Source: an optimization exercise on an open RTL-to-GDS flow (aim: small area, a short achievable clock period and few clock cycles per item). Production flows keep margins and buffers that such runs may drop.
At most, simulation tests tie the RTL to the original design; equivalence was not proved.
Power and IR drop assume default switching activity.

Design sme_top, start of the top module:
module sme_top (
    input  logic              clk,
    input  logic              reset,
    input  sme_pkg::char_t    chardata,
    input  logic              isstring,
    input  logic              ispattern,
    output logic              valid,
    output logic              match,
    output sme_pkg::str_idx_t match_index
);
    logic                                    str_char;
    logic                                    pat_char;
    logic                                    is_head;
    logic                                    is_tail;
    logic                                    is_wild;
    logic [sme_pkg::STR_DEPTH-1:0]           str_wen;
    sme_pkg::char_t [sme_pkg::STR_DEPTH-1:0] str_chars;
    sme_loader loader (
        .chardata  (chardata),
        .isstring  (isstring),
        .ispattern (ispattern),
        .str_char  (str_char),
        .pat_char  (pat_char),
        .is_head   (is_head),
        .is_tail   (is_tail),
        .is_wild   (is_wild)
    );
    sme_char_store #(
        .DEPTH (sme_pkg::STR_DEPTH)
    ) string_store (
        .clk      (clk),
        .wen      (str_wen),
        .wdata    (chardata),
        .contents (str_chars)
    );
    sme_matcher matcher (
        .clk         (clk),
        .reset       (reset),
        .str_char    (str_char),
        .pat_char    (pat_char),
        .is_head     (is_head),
        .is_tail     (is_tail),
        .is_wild     (is_wild),
        .chardata    (chardata),
        .str_chars   (str_chars),
        .str_wen     (str_wen),
        .valid       (valid),
        .match       (match),
        .match_index (match_index)
    );
endmodule
export LEC_CHECK = 0
export CAP_MARGIN = 20
export CORE_MARGIN = 2
export CORE_UTILIZATION = 60
export CTS_BUF_LIST = sky130_fd_sc_hd__clkbuf_8 sky130_fd_sc_hd__clkbuf_16
export CTS_CLUSTER_DIAMETER = 100
export CTS_CLUSTER_SIZE = 20
export SETUP_SLACK_MARGIN = 4.4
export SLEW_MARGIN = 20
create_clock -name core_clock -period 7.0 [get_ports {clk}]
run.sh (not shown) runs the stock make flow with config.mk's settings and CLKGATE_MAP_FILE= SYNTH_SCRIPT=/design/flow/synth_recipe.tcl, a recipe that flattens the netlist after the stock synthesis.
The starting point ran to the end with no violations.
Then changed:
--- a/flow/design.v
+++ b/flow/design.v
@@ -95,53 +95,52 @@
     logic [5:0]         res_pos;
     logic [4:0]         p_neg;
     logic [4:0]         res_idx;
     assign p_empty = pz;
     assign p_full  = (plen == 4'd8);
     always_comb
     begin
         for (int j = 0; j < 32; j++)
         begin
             in_str[j] = (6'(j) < slen);
             sep[j]    = (str_chars[j] == sme_pkg::SEPARATOR);
-            eqv[j]    = is_wild || (str_chars[j] == chardata);
+            eqv[j]    = in_str[j] && (is_wild || (str_chars[j] == chardata));
         end
         in_str[32] = 1'b0;
         at_end[0] = (slen == 6'd0);
         for (int n = 1; n <= 32; n++)
             at_end[n] = in_str[n-1] && !in_str[n];
         for (int n = 1; n <= 32; n++)
-            headmask[n] = sep[n-1];
+            headmask[n] = sep[n-1] && in_str[n];
         headok[0] = 1'b1;
         for (int n = 1; n <= 32; n++)
             headok[n] = sep[n-1];
         tailmask[0] = at_end[0] || (in_str[0] && sep[0]);
         for (int n = 1; n < 32; n++)
             tailmask[n] = (at_end[n] && !pz_next) || (in_str[n] && sep[n]);
         tailmask[32] = at_end[32] && !pz_next;
     end
     assign tail_next = (run == R_SLOW) ? tail : (pat_char && (tail || is_tail));
     assign pz_next   = (run == R_SLOW) ? pz
                        : pat_char ? (pz && (is_head || is_tail))
                        : !(job_end && late);
     always_ff @(posedge clk)
     begin
         if (run == R_SLOW)
         begin
             tm_r <= {tm_r[31:0], 1'b0};
         end
         else if (job_end && late)
             tm_r <= headok;
         else
-            tm_r <= (tail_next ? tailmask : '1)
-                    & (pz_next ? {1'b0, in_str[31:1], 1'b1} : {in_str[31:0], 1'b1});
+            tm_r <= tail_next ? tailmask : '1;
     end
     assign f_all   = {fvec, p_empty};
     assign res_vec = f_all & tm_r;
     always_comb
     begin
         logic [15:0] any1;
         logic [15:0] idx1;
         logic [7:0]  any2;
         logic [1:0]  idx2 [8];
         logic [3:0]  any3;
         logic [2:0]  idx3 [4];
Final area fell by 5.7%.
Clock power is about the same.
Area after synthesis is about the same.
Hold slack improves by 0.053 ns.
Register-to-register slack improved by 0.15 ns.
Die area barely changes.
Synthesized cell count is higher by 1.1%.
Total power went up by 1.5%.
Clock skew drops by 0.021 ns.
Setup slack is better by 0.15 ns.
Flip-flop and latch count stays the same.
Cell count fell by 2.9%.
Sequential share of layout area rises by 2.9 points.
Testbench counts after the change, summed over its fixed seeds: cycles 38,551, jobs 3,200.
The RTL of the first run of this note was laid out without a check of its function.

## afterwards: timing with drivers on the ports
No port has a modelled driver above. Below, the same layouts with a new extraction and two added sets of constraints. Step 1 sets driving cells, clkbuf_16 on the clock port and buf_2 on the other inputs (assumed; they add their load-dependent delay and slew). Step 2 adds t to the input delays and takes it off the output delays; t is the mean of the earliest and latest rising clock arrival at the registers after step 1. Input paths then give back, and output paths get back, about the clock's delay inside the block. Slacks: ideal ports / drivers / drivers and shift; pairs: ideal ports / drivers.
run | shift t [ns] | slack for setup (ns) | worst hold slack (ns) | slew at the worst register clock pin (ns)
the first run | 0.580 | 4.248 / 4.106 / 3.526 | 0.479 / 0.479 / 0.479 | 0.10 / 0.10
the second run | 0.589 | 4.395 / 4.365 / 3.806 | 0.532 / 0.532 / 0.532 | 0.10 / 0.10
After both steps setup and hold are still met in every run listed. For the first run, which loses most, drivers alone change the setup slack by -0.142 ns; drivers and shift together by -0.722 ns.
